What follows belongs to an exercise in optimizing a design on an open flow for small area and a short achievable clock period; a production flow would make more cautious choices.
At most, simulation tests tie the RTL to the original design; equivalence was not proved.
The flow treats the clock pin as an ideal source, which a real chip does not have.
Power is estimated from default activity; no workload was simulated.

== alpha ==
==> flow/design.v (excerpt) <==
module pmu_ahb (
    input  logic                       clk_i,
    input  logic                       rstn_i,
    input  logic                       hsel_i,
    input  logic                       hreadyi_i,
    input  logic [32-1:0] haddr_i,
    input  logic                       hwrite_i,
    input  logic [1:0]                 htrans_i,
    input  logic [32-1:0]   hwdata_i,
    output logic                       hreadyo_o,
    output logic                       hresp_o,
    output logic [32-1:0]   hrdata_o,
    input  logic [9-1:0]  events_i,
    output logic                       intr_overflow_o
);
Size: ~2,000 cells after synthesis, ~450 flip-flops, ~0.022 mm² of cells after synthesis.
Settings: LEC_CHECK=0, CAP_MARGIN=20, CORE_MARGIN=2, CORE_UTILIZATION=65, CTS_CLUSTER_DIAMETER=80, CTS_CLUSTER_SIZE=24, SETUP_SLACK_MARGIN=2.8, SLEW_MARGIN=20, SYNTH_HIERARCHICAL=1, SYNTH_MINIMUM_KEEP_SIZE=0, TNS_END_PERCENT=10; clock period 5.0 ns.
standard.sh (not shown) runs the stock make flow with config.mk's settings and CLKGATE_MAP_FILE= SYNTH_SCRIPT=/design/flow/synth_recipe.tcl, a recipe that flattens the netlist after the stock synthesis.
==> flow/flow/run.sh <==
#!/bin/bash
set -euo pipefail
here=$(pwd)
bash standard.sh "BUFFER_PORTS_ARGS=-buffer_cell sky130_fd_sc_hd__buf_2" \
  "POST_CTS_TCL=$here/flow/post_cts.tcl" finish > standard.log 2>&1
==> flow/flow/noroot.tcl <==
proc drop_clock_root {} {
  set block [ord::get_db_block]
  set root [$block findInst clkbuf_0_clk_i]
  if {$root == "NULL"} { error "no clock root buffer" }
  set innet [[$root findITerm A] getNet]
  set outnet [[$root findITerm X] getNet]
  set loads {}
  foreach it [$outnet getITerms] {
    if {[$it getInst] != $root} { lappend loads $it }
  }
  if {[llength $loads] > 4} {
    puts "drop_clock_root: root drives [llength $loads] cells, more than the port may; tree left as is"
    return
  }
  foreach it $loads { $it disconnect; $it connect $innet }
  [$root findITerm A] disconnect
  [$root findITerm X] disconnect
  odb::dbInst_destroy $root
  odb::dbNet_destroy $outnet
  puts "drop_clock_root: port now drives [llength $loads] buffers"
}
==> flow/flow/post_cts.tcl <==
# ORFS POST_CTS hook: take out the clock tree's root buffer, so the clock
# port drives the tree's first level directly, then let the CTS step's
# timing repair and legalization run again on the shorter tree.
source [file join [file dirname [info script]] noroot.tcl]
drop_clock_root
estimate_parasitics -placement
repair_timing_helper -setup_margin 3.1
detailed_placement
check_placement -verbose
estimate_parasitics -placement
report_clock_skew
report_worst_slack
Input-level comparison between beta and alpha:
Settings: CORE_UTILIZATION: 65 -> 60.
==> comparison <==
Shortest clock period the worst path allows after layout in beta is 0.16 ns lower than in alpha
Overall global routing resource usage (lower): beta
Side by side, number of antenna violations at the first check in global routing turned out higher in beta than in alpha.
Going from alpha to beta, combinational logic power about even, worst hold slack after final layout about even.
Summary of beta over alpha: clock network fraction of total power +1.8 points; power dissipated by switching net loads went up by 0.048 mW.

========
Another version of the RTL of pmu_ahb (not shown whole).
For scale: roughly 2000 cells after synthesis, ~120 I/O pins, about 0.022 mm2 of cells after synthesis.
clock: 5.0 ns
lec_check: 0
cap_margin: 20
core_margin: 2
core_utilization: 60
setup_slack_margin: 2.5
slew_margin: 20
synth_hierarchical: 1
synth_minimum_keep_size: 0
run.sh (not shown) runs the stock make flow with config.mk's settings and CLKGATE_MAP_FILE= SYNTH_SCRIPT=/design/flow/synth_recipe.tcl, a recipe that flattens the netlist after the stock synthesis.
Stock flow here: none of the scripts above is used.
Change:
==> flow/flow/run.sh (new file) <==
#!/bin/bash
set -euo pipefail
bash standard.sh "BUFFER_PORTS_ARGS=-buffer_cell sky130_fd_sc_hd__buf_2" finish > standard.log 2>&1
==> flow/standard.sh (new file) <==
#!/bin/bash
# synth_recipe.tcl (not shown) runs the flow's synth.tcl, then flattens the netlist and writes it again
# the make line also repeats each setting of config.mk as NAME=value (left out here)
make -C /OpenROAD-flow-scripts/flow DESIGN_CONFIG=/design/flow/config.mk WORK_HOME=/design/flow/orfs CLKGATE_MAP_FILE= SYNTH_SCRIPT=/design/flow/synth_recipe.tcl "${@:-finish}"
removed: flow/run.sh
Result:
- first-iteration DRC count fell by 1.0%
- setup slack gains 210 ps
- final area fell by 0.54%
- non-clock buffer count rose by 2

========
== old ==
The RTL this note starts from:
==> flow/design.v <==
package pmu_pkg;
    typedef enum logic [1:0] {
        HTRANS_IDLE   = 2'b00,
        HTRANS_BUSY   = 2'b01,
        HTRANS_NONSEQ = 2'b10,
        HTRANS_SEQ    = 2'b11
    } htrans_t;
    typedef enum logic {
        HRESP_OKAY  = 1'b0,
        HRESP_ERROR = 1'b1
    } hresp_t;
    typedef logic [32-1:0] reg_word_t;
    typedef logic [$clog2(12)-1:0] reg_idx_t;
    typedef logic [9-1:0] event_vec_t;
    typedef reg_word_t [12-1:0] reg_bank_t;
endpackage
module pmu_ahb (
    input  logic                       clk_i,
    input  logic                       rstn_i,
    input  logic                       hsel_i,
    input  logic                       hreadyi_i,
    input  logic [32-1:0] haddr_i,
    input  logic                       hwrite_i,
    input  logic [1:0]                 htrans_i,
    input  logic [32-1:0]   hwdata_i,
    output logic                       hreadyo_o,
    output logic                       hresp_o,
    output logic [32-1:0]   hrdata_o,
    input  logic [9-1:0]  events_i,
    output logic                       intr_overflow_o
);
    localparam int W  = 32;
    localparam int NC = 9;
    logic       addr_valid;
    logic [3:0] addr_idx;
    logic       dp_wr_q;
    logic [3:0] dp_idx_q;
    assign addr_valid = hsel_i && hreadyi_i && htrans_i[1];
    assign addr_idx   = haddr_i[5:2];
    always_ff @(posedge clk_i or negedge rstn_i) begin
        if (!rstn_i) begin
            dp_wr_q  <= 1'b0;
            dp_idx_q <= '0;
        end else begin
            dp_wr_q  <= addr_valid && hwrite_i && (addr_idx < 4'd12);
            dp_idx_q <= addr_idx;
        end
    end
    logic [11:0] wr;
    for (genvar i = 0; i < 12; i++) begin : g_wr
        assign wr[i] = dp_wr_q && (dp_idx_q == 4'(i));
    end
    logic [W-1:0]  cfg_q, cfg_d;
    logic [W-1:0]  cnt_q [NC];
    logic [W-1:0]  cnt_d [NC];
    logic [W-1:0]  st_q, st_d;
    logic [W-1:0]  mask_q, mask_d;
    logic [NC-1:0] wrap;
    logic en, clr;
    assign en  = cfg_q[0];
    assign clr = cfg_q[1];
    for (genvar k = 0; k < NC; k++) begin : g_cnt
        logic bump;
        assign bump    = en && !clr && events_i[k];
        assign wrap[k] = bump && !wr[1+k] && (&cnt_q[k]);
        always_comb begin
            if (wr[1+k])  cnt_d[k] = hwdata_i;
            else if (clr) cnt_d[k] = '0;
            else          cnt_d[k] = cnt_q[k] + W'(bump);
        end
    end
    assign cfg_d  = wr[0]  ? hwdata_i : cfg_q;
    assign st_d   = (wr[10] ? hwdata_i : st_q) | W'(wrap);
    assign mask_d = wr[11] ? hwdata_i : mask_q;
    logic [W-1:0] rd_d, rd_q;
    always_comb begin
        case (addr_idx)
            4'd0:    rd_d = cfg_d;
            4'd1:    rd_d = cnt_d[0];
            4'd2:    rd_d = cnt_d[1];
            4'd3:    rd_d = cnt_d[2];
            4'd4:    rd_d = cnt_d[3];
            4'd5:    rd_d = cnt_d[4];
            4'd6:    rd_d = cnt_d[5];
            4'd7:    rd_d = cnt_d[6];
            4'd8:    rd_d = cnt_d[7];
            4'd9:    rd_d = cnt_d[8];
            4'd10:   rd_d = st_d;
            4'd11:   rd_d = mask_d;
            default: rd_d = '0;
        endcase
    end
    logic intr_q;
    always_ff @(posedge clk_i or negedge rstn_i) begin
        if (!rstn_i) begin
            cfg_q  <= '0;
            st_q   <= '0;
            mask_q <= '0;
            rd_q   <= '0;
            intr_q <= 1'b0;
        end else begin
            cfg_q  <= cfg_d;
            st_q   <= st_d;
            mask_q <= mask_d;
            rd_q   <= rd_d;
            intr_q <= |(st_d[NC-1:0] & mask_d[NC-1:0]);
        end
    end
    for (genvar k = 0; k < NC; k++) begin : g_cnt_ff
        always_ff @(posedge clk_i or negedge rstn_i) begin
            if (!rstn_i) cnt_q[k] <= '0;
            else         cnt_q[k] <= cnt_d[k];
        end
    end
    assign hrdata_o        = rd_q;
    assign intr_overflow_o = intr_q;
    assign hreadyo_o       = 1'b1;
    assign hresp_o         = 1'b0;
endmodule
==> flow/config.mk <==
export PLATFORM = sky130hd
export DESIGN_NAME = pmu_ahb
export DESIGN_NICKNAME = pmu_ahb
export VERILOG_FILES = /design/flow/design.v
export SDC_FILE = /design/flow/constraint.sdc
export NUM_CORES = 4
export LEC_CHECK = 0
export CAP_MARGIN = 20
export CORE_MARGIN = 2
export CORE_UTILIZATION = 40
export SLEW_MARGIN = 20
==> flow/constraint.sdc <==
create_clock -name core_clock -period 5.0 [get_ports {clk_i}]
set_input_delay 1.0000 -clock core_clock [delete_from_list [all_inputs] [get_ports {clk_i}]]
set_output_delay 1.0000 -clock core_clock [all_outputs]
set_load 0.01 [all_outputs]
Stock flow here: none of the scripts above is used.
old was carried through to the last stage, and its layout satisfied the timing, design-rule and antenna checks.
## Diff of input files: new against old
Settings: putting SETUP_SLACK_MARGIN at 2.5 where nothing was set.
Cmp old and new / vias after detailed routing / higher: new. Re wire length of the first global-routing pass: old and new aren't equal, and the higher value belongs to new. Diff old -> new: design area shows an increase of 0.0055 mm²; final critical-path setup slack rose by 1.05 ns; number of global-route vias before repair moved up; clock-buffer cell count rose about 10%; number of standard cells in the final layout excluding fillers now larger. Non-clock buffer area fraction after layout ends up lower on old. Synthesized cell count delta (new -> old): insignificant. Across old and new, the outcome is the same: a clean finish for every run. Worst slew slack as a fraction of its limit improves in new relative to old. Run comparison: old top metal layer carrying routed signals met4; new top metal layer carrying routed signals met5. new reports its termination of the worst setup path as rd_q[21]$_DFF_PN0_ while old reports rd_q[27]$_DFF_PN0_.
No run of this note included a check of the RTL's function; only the layout flow was run.

========
## north
pmu_ahb, a different RTL version from the one above (not shown whole).
Size: about 2,000 cells after synthesis, about 460 flip-flops, ~23,000 µm² of cells after synthesis.
export LEC_CHECK = 0
export CAP_MARGIN = 20
export CORE_MARGIN = 2
export CORE_UTILIZATION = 60
export CTS_CLUSTER_DIAMETER = 80
export CTS_CLUSTER_SIZE = 24
export SETUP_SLACK_MARGIN = 2.9
export SLEW_MARGIN = 20
export SYNTH_HIERARCHICAL = 1
export SYNTH_MINIMUM_KEEP_SIZE = 0
export TNS_END_PERCENT = 10
create_clock -name core_clock -period 5.0 [get_ports {clk_i}]
standard.sh (not shown) runs the stock make flow with config.mk's settings and CLKGATE_MAP_FILE= SYNTH_SCRIPT=/design/flow/synth_recipe.tcl, a recipe that flattens the netlist after the stock synthesis.
==> flow/flow/run.sh <==
#!/bin/bash
set -euo pipefail
here=$(pwd)
bash standard.sh "BUFFER_PORTS_ARGS=-buffer_cell sky130_fd_sc_hd__buf_2" \
  "POST_CTS_TCL=$here/flow/post_cts.tcl" finish > standard.log 2>&1
Scripts as last shown in full above: flow/flow/noroot.tcl, flow/flow/post_cts.tcl
north completed every stage of the flow, and the final layout passed the timing, design-rule and antenna checks.
The inputs of south differ from those of north as listed below.
- swapping 2.9 for 2.8 in SETUP_SLACK_MARGIN
==> notes.md <==
Worst hold slack is lower on north
north vs south, type of the tightest min-delay check: in -> async vs reg -> reg
south -> north: final cell count without fillers flat
north ended up with sky130_fd_sc_hd__a22oi_1 as its worst-path cell with the longest stage delay; south ended up with sky130_fd_sc_hd__nand2b_1.
north -> south: area of the die delta 0, exact match

[separate check: timing with driven ports]
How much do the figures lean on ideal ports? The routed layouts below were timed once more, with nothing changed but the port constraints. Step 1, drivers: a clkbuf_16 drives clk_i and a buf_2 each remaining input, both assumed. Step 2, shift: input delay + t, output delay - t, t = (earliest + latest rising clock arrival at the registers) / 2. This alone moves slack from input paths to output paths. Slacks: ideal ports / drivers / drivers and shift; pairs: ideal ports / drivers.
| run | t (ns) | setup slack, ns | worst slew at a driven data input, ns |
|---|---|---|---|
| alpha | 0.499 | 2.711 / 2.746 / 2.264 | 0.05 |
| beta | 0.516 | 2.873 / 2.858 / 2.410 | 0.07 |
| the first run of note 2 | 0.639 | 2.142 / 2.142 / 1.544 | 0.07 |
| the second run of note 2 | 0.644 | 2.353 / 2.353 / 1.747 | 0.18 |
| old | 0.663 | 0.920 / 0.920 / 0.467 | 0.06 |
| new | 0.661 | 1.966 / 1.966 / 1.373 | 0.05 |
| north | 0.512 | 2.879 / 2.893 / 2.380 | 0.06 |
| south | 0.528 | 2.918 / 2.876 / 2.448 | 0.06 |
After both steps setup and hold are still met in every run listed. The setup slack of the second run of note 2, which loses most, moves by 0.000 ns with the drivers and by -0.606 ns with both steps.
